This is an optimization exercise on Yosys and OpenROAD, whose aim is small area and few clock cycles per item, not a production implementation.
Only simulation tests tie the RTL to the original design; equivalence was not proved.

<file path="design/flow/run.sh">
#!/bin/bash
# synth_recipe.tcl (not shown) runs the flow's synth.tcl, then flattens the netlist and writes it again
# the make line also repeats each setting of config.mk as NAME=value (left out here)
make -C /OpenROAD-flow-scripts/flow DESIGN_CONFIG=/design/flow/config.mk WORK_HOME=/design/flow/orfs CLKGATE_MAP_FILE= SYNTH_SCRIPT=/design/flow/synth_recipe.tcl finish
</file>
<file path="design/flow/config.mk">
export PLATFORM = sky130hd
export DESIGN_NAME = aabb_contact_impulse_resolver
export DESIGN_NICKNAME = aabb_contact_impulse_resolver
export VERILOG_FILES = /design/flow/design.v
export SDC_FILE = /design/flow/constraint.sdc
export NUM_CORES = 4
export LEC_CHECK = 0
export CAP_MARGIN = 20
export CORE_MARGIN = 2
export CORE_UTILIZATION = 40
export SLEW_MARGIN = 20
</file>
<file path="design/flow/constraint.sdc">
create_clock -name core_clock -period 10.0 [get_ports {clk}]
set_input_delay 2.0000 -clock core_clock [delete_from_list [all_inputs] [get_ports {clk}]]
set_output_delay 2.0000 -clock core_clock [all_outputs]
set_load 0.01 [all_outputs]
</file>
<file path="design/flow/design.v">
package acir_pkg;
  localparam int LW = 16;
  localparam int CW = 48;
  localparam int UW = 17;
  localparam int AW = 28;
  localparam int PW = 46;
  localparam int MW = 45;
  localparam int DW = 26;
  localparam int QW = 17;
  localparam int DIV_LAT = QW + 1;
  localparam int PIPE_LAT = 3 + 1 + DIV_LAT + 1;
  localparam int SW = 2*CW + 9;
  localparam logic [1:0] AXIS_X = 2'd0;
  localparam logic [1:0] AXIS_Y = 2'd1;
  localparam logic [1:0] AXIS_Z = 2'd2;
  typedef struct packed {
    logic            hit;
    logic [2:0][16:0] ov;
    logic [2:0][17:0] cd;
    logic [CW-1:0]   vel1;
    logic [CW-1:0]   vel2;
    logic            st1;
    logic            st2;
    logic            mnz;
    logic signed [AW-1:0] a1;
    logic signed [AW-1:0] b1;
    logic signed [AW-1:0] a2;
    logic signed [AW-1:0] b2;
    logic [DW-1:0]   den;
  } geo_t;
  typedef struct packed {
    logic            hit;
    logic            applied;
    logic [1:0]      ax;
    logic            neg;
    logic            st1;
    logic            st2;
    logic [CW-1:0]   vel1;
    logic [CW-1:0]   vel2;
    logic signed [UW-1:0] u1;
    logic signed [UW-1:0] u2;
    logic signed [AW-1:0] a1;
    logic signed [AW-1:0] b1;
    logic signed [AW-1:0] a2;
    logic signed [AW-1:0] b2;
    logic [DW-1:0]   den;
  } proj_t;
  typedef struct packed {
    logic            hit;
    logic            applied;
    logic [1:0]      ax;
    logic            neg;
    logic            st1;
    logic            st2;
    logic [CW-1:0]   vel1;
    logic [CW-1:0]   vel2;
    logic signed [PW-1:0] pa1;
    logic signed [PW-1:0] pb1;
    logic signed [PW-1:0] pa2;
    logic signed [PW-1:0] pb2;
    logic [DW-1:0]   den;
  } front_t;
  typedef struct packed {
    logic          hit;
    logic          applied;
    logic [1:0]    ax;
    logic          neg;
    logic          st1;
    logic          st2;
    logic [CW-1:0] vel1;
    logic [CW-1:0] vel2;
    logic          nneg1;
    logic          nneg2;
  } side_t;
  function automatic logic signed [LW-1:0] lane16(input logic [CW-1:0] w, input int k);
    lane16 = $signed(w[LW*k +: LW]);
  endfunction
endpackage
module acir_div (
  input  logic          clk,
  input  logic [acir_pkg::MW-1:0] num,
  input  logic [acir_pkg::DW-1:0] den,
  output logic [acir_pkg::QW-1:0] quo
);
  logic [acir_pkg::MW-1:0] r_r [0:acir_pkg::QW-1];
  logic [acir_pkg::DW-1:0] d_r [0:acir_pkg::QW-1];
  logic [acir_pkg::QW-1:0] q_r [0:acir_pkg::QW];
  logic          o_r [0:acir_pkg::QW];
  always_ff @(posedge clk) begin
    r_r[0] <= num;
    d_r[0] <= den;
    q_r[0] <= '0;
    o_r[0] <= (num >= acir_pkg::MW'({den, {acir_pkg::QW{1'b0}}}));
  end
  for (genvar i = 1; i <= acir_pkg::QW; i++) begin : g_stage
    localparam int B = acir_pkg::QW - i;
    logic [acir_pkg::MW-1:0] sh;
    logic          take;
    assign sh   = acir_pkg::MW'(d_r[i-1]) << B;
    assign take = !o_r[i-1] && (r_r[i-1] >= sh);
    always_ff @(posedge clk) begin
      q_r[i] <= q_r[i-1] | (take ? (acir_pkg::QW'(1) << B) : acir_pkg::QW'(0));
      o_r[i] <= o_r[i-1];
    end
    if (i < acir_pkg::QW) begin : g_carry
      always_ff @(posedge clk) begin
        r_r[i] <= take ? (r_r[i-1] - sh) : r_r[i-1];
        d_r[i] <= d_r[i-1];
      end
    end
  end
  assign quo = o_r[acir_pkg::QW] ? {acir_pkg::QW{1'b1}} : q_r[acir_pkg::QW];
endmodule
module acir_front (
  input  logic          clk,
  input  logic          rst_n,
  input  logic          in_valid,
  input  logic [acir_pkg::CW-1:0] box_one_min,
  input  logic [acir_pkg::CW-1:0] box_one_max,
  input  logic [acir_pkg::CW-1:0] box_two_min,
  input  logic [acir_pkg::CW-1:0] box_two_max,
  input  logic [acir_pkg::CW-1:0] vel_one,
  input  logic [acir_pkg::CW-1:0] vel_two,
  input  logic [15:0]   mass_one,
  input  logic [15:0]   mass_two,
  input  logic [8:0]    bounce_one,
  input  logic [8:0]    bounce_two,
  input  logic          fixed_one,
  input  logic          fixed_two,
  output logic          out_valid,
  output acir_pkg::front_t        out_data
);
  acir_pkg::geo_t   s1_nxt, s1_r;
  acir_pkg::proj_t  s2_nxt, s2_r;
  acir_pkg::front_t s3_nxt, s3_r;
  logic   v1_r, v2_r, v3_r;
  always_comb begin
    logic signed [acir_pkg::LW-1:0] lo1, hi1, lo2, hi2, top, bot;
    logic [9:0]  e2;
    logic [10:0] e2p;
    logic [25:0] e2m1, e2m2;
    logic [26:0] b1u, b2u;
    logic [16:0] msum;
    s1_nxt.hit = 1'b1;
    for (int k = 0; k < 3; k++) begin
      lo1 = acir_pkg::lane16(box_one_min, k);
      hi1 = acir_pkg::lane16(box_one_max, k);
      lo2 = acir_pkg::lane16(box_two_min, k);
      hi2 = acir_pkg::lane16(box_two_max, k);
      if (!((lo1 <= hi2) && (hi1 >= lo2))) begin
        s1_nxt.hit = 1'b0;
      end
      top = (hi1 < hi2) ? hi1 : hi2;
      bot = (lo1 > lo2) ? lo1 : lo2;
      s1_nxt.ov[k] = 17'(top) - 17'(bot);
      s1_nxt.cd[k] = (18'(lo2) + 18'(hi2)) - (18'(lo1) + 18'(hi1));
    end
    e2   = {1'b0, bounce_one} + {1'b0, bounce_two};
    e2p  = {1'b0, e2} + 11'd512;
    e2m1 = e2 * mass_one;
    e2m2 = e2 * mass_two;
    b1u  = e2p * mass_two;
    b2u  = e2p * mass_one;
    msum = {1'b0, mass_one} + {1'b0, mass_two};
    s1_nxt.a1   = $signed({3'b0, mass_one, 9'b0}) - $signed({2'b0, e2m2});
    s1_nxt.a2   = $signed({3'b0, mass_two, 9'b0}) - $signed({2'b0, e2m1});
    s1_nxt.b1   = $signed({1'b0, b1u});
    s1_nxt.b2   = $signed({1'b0, b2u});
    s1_nxt.den  = {msum, 9'b0};
    s1_nxt.mnz  = (msum != 17'd0);
    s1_nxt.vel1 = vel_one;
    s1_nxt.vel2 = vel_two;
    s1_nxt.st1  = fixed_one;
    s1_nxt.st2  = fixed_two;
  end
  always_comb begin
    logic signed [16:0] ov0, ov1, ov2;
    logic signed [17:0] cds, rel;
    logic signed [acir_pkg::LW-1:0] va, vb;
    ov0 = $signed(s1_r.ov[0]);
    ov1 = $signed(s1_r.ov[1]);
    ov2 = $signed(s1_r.ov[2]);
    priority if ((ov0 < ov1) && (ov0 < ov2)) begin
      s2_nxt.ax = acir_pkg::AXIS_X;
    end else if ((ov1 < ov0) && (ov1 < ov2)) begin
      s2_nxt.ax = acir_pkg::AXIS_Y;
    end else begin
      s2_nxt.ax = acir_pkg::AXIS_Z;
    end
    cds = $signed(s1_r.cd[s2_nxt.ax]);
    va  = acir_pkg::lane16(s1_r.vel1, int'(s2_nxt.ax));
    vb  = acir_pkg::lane16(s1_r.vel2, int'(s2_nxt.ax));
    s2_nxt.neg = (cds < 0);
    s2_nxt.u1  = s2_nxt.neg ? -(17'(va)) : 17'(va);
    s2_nxt.u2  = s2_nxt.neg ? -(17'(vb)) : 17'(vb);
    rel = 18'(s2_nxt.u2) - 18'(s2_nxt.u1);
    s2_nxt.applied = s1_r.hit && !(s1_r.st1 && s1_r.st2) && (rel <= 0) && s1_r.mnz;
    s2_nxt.hit  = s1_r.hit;
    s2_nxt.st1  = s1_r.st1;
    s2_nxt.st2  = s1_r.st2;
    s2_nxt.vel1 = s1_r.vel1;
    s2_nxt.vel2 = s1_r.vel2;
    s2_nxt.a1   = s1_r.a1;
    s2_nxt.b1   = s1_r.b1;
    s2_nxt.a2   = s1_r.a2;
    s2_nxt.b2   = s1_r.b2;
    s2_nxt.den  = s1_r.den;
  end
  always_comb begin
    s3_nxt.hit     = s2_r.hit;
    s3_nxt.applied = s2_r.applied;
    s3_nxt.ax      = s2_r.ax;
    s3_nxt.neg     = s2_r.neg;
    s3_nxt.st1     = s2_r.st1;
    s3_nxt.st2     = s2_r.st2;
    s3_nxt.vel1    = s2_r.vel1;
    s3_nxt.vel2    = s2_r.vel2;
    s3_nxt.pa1     = s2_r.a1 * s2_r.u1;
    s3_nxt.pb1     = s2_r.b1 * s2_r.u2;
    s3_nxt.pa2     = s2_r.a2 * s2_r.u2;
    s3_nxt.pb2     = s2_r.b2 * s2_r.u1;
    s3_nxt.den     = s2_r.den;
  end
  always_ff @(posedge clk) begin
    if (!rst_n) begin
      v1_r <= 1'b0;
      v2_r <= 1'b0;
      v3_r <= 1'b0;
    end else begin
      v1_r <= in_valid;
      v2_r <= v1_r;
      v3_r <= v2_r;
    end
  end
  always_ff @(posedge clk) begin
    s1_r <= s1_nxt;
    s2_r <= s2_nxt;
    s3_r <= s3_nxt;
  end
  assign out_valid = v3_r;
  assign out_data  = s3_r;
endmodule
module aabb_contact_impulse_resolver (
  input  logic          clk,
  input  logic          rst_n,
  input  logic          start,
  output logic          busy,
  input  logic [acir_pkg::CW-1:0] in_box_one_min,
  input  logic [acir_pkg::CW-1:0] in_box_one_max,
  input  logic [acir_pkg::CW-1:0] in_box_two_min,
  input  logic [acir_pkg::CW-1:0] in_box_two_max,
  input  logic [acir_pkg::CW-1:0] in_vel_one,
  input  logic [acir_pkg::CW-1:0] in_vel_two,
  input  logic [15:0]   in_mass_one,
  input  logic [15:0]   in_mass_two,
  input  logic [8:0]    in_bounce_one,
  input  logic [8:0]    in_bounce_two,
  input  logic          in_fixed_one,
  input  logic          in_fixed_two,
  output logic          out_valid,
  output logic          out_overlap,
  output logic          out_applied,
  output logic [1:0]    out_contact_axis,
  output logic          out_normal_negative,
  output logic [acir_pkg::CW-1:0] out_new_vel_one,
  output logic [acir_pkg::CW-1:0] out_new_vel_two
);
  logic          fr_valid;
  acir_pkg::front_t        fr_data;
  acir_pkg::side_t         side_nxt;
  logic [acir_pkg::SW-1:0] side_r [0:acir_pkg::DIV_LAT];
  acir_pkg::side_t         s;
  logic          sv_r   [0:acir_pkg::DIV_LAT];
  logic [acir_pkg::MW-1:0] mag1_r, mag2_r, mag1_nxt, mag2_nxt;
  logic [acir_pkg::DW-1:0] den_r;
  logic [acir_pkg::QW-1:0] q1, q2;
  logic [acir_pkg::CW-1:0] v1_nxt, v2_nxt, v1_r, v2_r;
  logic          ov_r, ap_r, ng_r, val_r;
  logic [1:0]    ax_r;
  assign busy = 1'b0;
  acir_front u_front (
    .clk        (clk),
    .rst_n      (rst_n),
    .in_valid   (start),
    .box_one_min(in_box_one_min),
    .box_one_max(in_box_one_max),
    .box_two_min(in_box_two_min),
    .box_two_max(in_box_two_max),
    .vel_one    (in_vel_one),
    .vel_two    (in_vel_two),
    .mass_one   (in_mass_one),
    .mass_two   (in_mass_two),
    .bounce_one (in_bounce_one),
    .bounce_two (in_bounce_two),
    .fixed_one  (in_fixed_one),
    .fixed_two  (in_fixed_two),
    .out_valid  (fr_valid),
    .out_data   (fr_data)
  );
  always_comb begin
    logic signed [acir_pkg::PW-1:0] n1, n2;
    n1 = fr_data.pa1 + fr_data.pb1;
    n2 = fr_data.pa2 + fr_data.pb2;
    mag1_nxt = acir_pkg::MW'(n1[acir_pkg::PW-1] ? -n1 : n1);
    mag2_nxt = acir_pkg::MW'(n2[acir_pkg::PW-1] ? -n2 : n2);
    side_nxt.hit     = fr_data.hit;
    side_nxt.applied = fr_data.applied;
    side_nxt.ax      = fr_data.ax;
    side_nxt.neg     = fr_data.neg;
    side_nxt.st1     = fr_data.st1;
    side_nxt.st2     = fr_data.st2;
    side_nxt.vel1    = fr_data.vel1;
    side_nxt.vel2    = fr_data.vel2;
    side_nxt.nneg1   = n1[acir_pkg::PW-1];
    side_nxt.nneg2   = n2[acir_pkg::PW-1];
  end
  always_ff @(posedge clk) begin
    mag1_r    <= mag1_nxt;
    mag2_r    <= mag2_nxt;
    den_r     <= fr_data.den;
    side_r[0] <= side_nxt;
    for (int k = 1; k <= acir_pkg::DIV_LAT; k++) begin
      side_r[k] <= side_r[k-1];
    end
  end
  always_ff @(posedge clk) begin
    if (!rst_n) begin
      for (int k = 0; k <= acir_pkg::DIV_LAT; k++) begin
        sv_r[k] <= 1'b0;
      end
      val_r <= 1'b0;
    end else begin
      sv_r[0] <= fr_valid;
      for (int k = 1; k <= acir_pkg::DIV_LAT; k++) begin
        sv_r[k] <= sv_r[k-1];
      end
      val_r <= sv_r[acir_pkg::DIV_LAT];
    end
  end
  acir_div u_div_one (
    .clk(clk),
    .num(mag1_r),
    .den(den_r),
    .quo(q1)
  );
  acir_div u_div_two (
    .clk(clk),
    .num(mag2_r),
    .den(den_r),
    .quo(q2)
  );
  function automatic logic [acir_pkg::LW-1:0] fin(input logic [acir_pkg::QW-1:0] q, input logic negr);
    logic [acir_pkg::QW-1:0] m;
    m = -q;
    if (!negr) begin
      fin = (q > acir_pkg::QW'(32767)) ? 16'h7fff : q[acir_pkg::LW-1:0];
    end else begin
      fin = (q > acir_pkg::QW'(32768)) ? 16'h8000 : m[acir_pkg::LW-1:0];
    end
  endfunction
  assign s = side_r[acir_pkg::DIV_LAT];
  always_comb begin
    v1_nxt = s.vel1;
    v2_nxt = s.vel2;
    if (s.applied && !s.st1) begin
      v1_nxt[acir_pkg::LW*int'(s.ax) +: acir_pkg::LW] = fin(q1, s.nneg1 ^ s.neg);
    end
    if (s.applied && !s.st2) begin
      v2_nxt[acir_pkg::LW*int'(s.ax) +: acir_pkg::LW] = fin(q2, s.nneg2 ^ s.neg);
    end
  end
  always_ff @(posedge clk) begin
    v1_r <= v1_nxt;
    v2_r <= v2_nxt;
    ov_r <= s.hit;
    ap_r <= s.applied;
    ax_r <= s.ax;
    ng_r <= s.neg;
  end
  assign out_valid           = val_r;
  assign out_overlap         = ov_r;
  assign out_applied         = ap_r;
  assign out_contact_axis    = ax_r;
  assign out_normal_negative = ng_r;
  assign out_new_vel_one     = v1_r;
  assign out_new_vel_two     = v2_r;
endmodule
</file>
==> qor.yml <==
antenna_found_initial: 127
cpLargestDelayFamily: "adder cells"
hold_viol: 0
cts_hold_buf: 0
grt_start_max_net_pins: 55
crit_fanout: 6
cts-root-buf: "clkbuf_16"
ys_types: 120
worst_ep_required_time_ns: 10.93
postCtsSetupBuffers: 0
start_kind: "primary input"
clkLatencyLatePin_ns: 1.08
finClkSkew_ns: 0.1265
hold_ws_ns: 0.2170
tightest_slew_ns: 1.429
rows: 292
wl_mm: 672.0
synthArstFlopShare_pct: 0
synth-edff-count: 0
die_h_um: 799.6
htreeDepth: 6
cts_made_buffers: 521
crit_path_frequent_cell: "fa_1"
ys.flop_type: "dfxtp_1"
worstSetupPathType: "in2reg"
outcome: "timing/DRC/antenna clean"
ys_seq_area_share_pct: 41.31
nets: 29350
syn_avg_cell_area_um2: 10.49
drive_above_1_share_pct: 6.463
design.core.area_um2: 631300
antenna_left: 0
worst_path_max_delay_cell: "fa_1"
wl_per_cell_um: 19.89
relSlewSlack_pct: 4.077
ctsResizeCount: 0
hold_path.class: "reg2reg"
setup_viol: 0
slew_viol_final: 0
nFillCells: 58760
dr.pass1.iters: 7
final_cell_area_um2: 287200
syn_to_final_growth_pct: 13.45
setup_ws_ns: 0.7912
period_minus_slack_ns: 9.209
drv_cap: 0
place.gp.congestion: 0.9443
grt_util_all_layers_pct: 20.80
hpwl_mm: 545.3
syn_inst: 24130
ys_ff_latch: 5224
crit_buf_inv: 7
grt_remaining_overflow: 0
drc: 0
synth_area_um2: 253200
slowest_delay_ns: 0.57
dieWidth_um: 799.6
drt_iter0_drc: 9305
rsz0062_at_grt: "false"
synth-warning-count: 9
finalCritPeriodShare_pct: 92.09
vias: 165000
clkSlewWorstSetupHoldPaths_ns: 0.06
cts.path.max_buffers: 4
grt_pass1_wl_mm: 1028
die_area_um2: 639300
fin_tns_setup_ns: 0
initial_core_util_pct: 40.10
place_ws_ns: -0.2209
grt_pass1_vias: 171800
cts.sinks: 5224
io_pins: 446
worstPathArrival_ns: 10.14
cts_tree: "done"
place_area_um2: 268800
crit_path_end_kind: "flop"
vias_per_cell: 4.886
port_buffers: 444
max_freq_ghz: 0.1086
==> state kept, by name (all words and copies together) (netlist names), 17 cells and up <==
signal	cells
u_div_two.o_r	18
u_div_two.q_r	153
sv_r	19
u_div_one.d_r	34
u_div_one.o_r	18
u_div_one.q_r	153
side_r	1995
u_front.s1_r	277
mag1_r	45
u_front.s2_r	260
u_front.s3_r	300
v2_r	48
u_div_two.r_r	765
den_r	17
mag2_r	45
u_div_one.r_r	765
u_div_two.d_r	255
v1_r	48
==> final cells by class <==
cell class	count	area (um2)	share of cell area [%]
repair buffers	800	7191	2.503
flip-flops and latches	5224	104600	36.43
clock buffers	702	14840	5.167
well taps	8379	10480	3.650
multi-input cells	15020	134200	46.73
clock inverters	221	3141	1.093
diodes	149	372.9	0.1298
inverters	3282	12320	4.289
==> Yosys cell counts, drive strengths merged, types with 112 or more instances <==
| cell | count | area share, % |
|---|---|---|
| nor3 | 284 | 0.57 |
| xor2 | 449 | 1.6 |
| xnor2 | 754 | 2.6 |
| nand3 | 183 | 0.37 |
| o31ai | 120 | 0.37 |
| nor4 | 230 | 0.58 |
| nand2b | 303 | 0.75 |
| fa | 2176 | 17 |
| a21oi | 806 | 1.6 |
| clkbuf | 571 | 0.85 |
| mux2 | 233 | 1.1 |
| o21ai | 904 | 1.8 |
| nand4 | 198 | 0.49 |
| nor2b | 226 | 0.56 |
| a21boi | 178 | 0.53 |
| a21o | 443 | 1.3 |
| o21bai | 112 | 0.33 |
| and2 | 911 | 2.3 |
| dfxtp | 5224 | 41 |
| nand2 | 2114 | 3.1 |
| or3 | 116 | 0.29 |
| inv | 3281 | 4.9 |
| nor2 | 984 | 1.5 |
| ha | 1980 | 9.8 |
==> stage by stage <==
stage	cells	util, %
detailed placement	32700	42.58
finish	33780	45.50
floorplan	24140	-
global route	33750	45.48
global placement	32700	42.58
CTS	33630	45.43
==> placed cells by master, fill, tap and decap left out, drive strengths merged, types with 120 or more instances in the layout <==
cell type,count
dfxtp,5224
inv,3316
fa,2176
nand2,2114
ha,1980
nor2,984
and2,911
o21ai,904
a21oi,806
xnor2,754
clkbuf,702
xor2,449
clkdlybuf4s50,444
a21o,443
buf,356
nand2b,303
nor3,284
mux2,233
nor4,230
nor2b,226
nand4,198
nand3,183
a21boi,178
diode,149
clkinv,121
o31ai,120
==> routing by layer <==
metal	wire length (um)	up-vias	GRT usage (%)
met5	134	-	0
met3	29230	1380	2.751
li1	-	80010	-
met1	275600	79710	24.76
met4	45850	22	12.43
met2	321200	3933	35.88
==> path summary, 6_finish.rpt <==
path	from	end	slack (ns)	depth (start not counted)
worst max-delay path	in_bounce_two[0]	u_front.s1_r[135]	0.79	34
worst min-delay path	u_front.s3_r[287]	side_r[0][79]	0.22	0
worst max register to register	u_front.s2_r[141]	u_front.s3_r[113]	1.34	23
worst min register to register	u_front.s3_r[287]	side_r[0][79]	0.22	0
==> worst register-to-register path, cell delays in order, from the launching register on <==
cell	delay, ns
dfxtp_2	0.87
buf_4	0.47
nand2_1	0.14
fa_1	0.52
inv_1	0.05
fa_1	0.53
inv_1	0.05
fa_1	0.47
fa_1	0.56
inv_1	0.05
fa_1	0.51
fa_1	0.43
ha_1	0.38
and2_1	0.17
a22o_1	0.26
nor2_1	0.10
a41oi_1	0.56
a31oi_1	0.38
o31ai_1	0.61
nand4_1	0.21
a21boi_0	0.41
o21a_1	0.18
nor2_1	0.05
xnor2_1	0.46
==> logic make-up after synthesis <==
kind of cell               synth area share [%]
and+or+nand+nor                           11.72
DFF                                       41.31
adders and majority gates                 26.99
buffers and inverters                     5.796
AOI/OAI and AO/OA                         8.556
xor gates and xnor gates                  4.167
muxes                                     1.462
other                                  0.001481
Testbench counts, summed over its fixed seeds: cycles 24,184, items 24,000.

## port drivers added, routing unchanged
How much do the figures lean on ideal ports? The routed layout below was timed once more, with nothing changed but the port constraints. Step 1 (the two cells are an assumption about what drives the block):
set clk [get_ports {clk}]
set_driving_cell -lib_cell sky130_fd_sc_hd__clkbuf_16 $clk
set_driving_cell -lib_cell sky130_fd_sc_hd__buf_2 [delete_from_list [all_inputs] $clk]
Step 2 moves the port delays by t, midway between the first and last clock arrival at a register: inputs arrive t later, outputs are due t later. That takes back most of the time a late clock gives input paths. Three values: no drivers, after step 1, after step 2; two values: the first two.
t (ns): 1.145
setup slack, ns: 0.791 / 0.892 / -0.253
worst setup path after step 2: input to register
worst register clock-pin slew, ns: 0.07 / 0.07
worst data-port slew with drivers (ns): 0.47
Met with ideal ports but missed after step 2: setup timing in this run. The setup slack of this run moves by +0.101 ns with the drivers and by -1.044 ns with both steps.
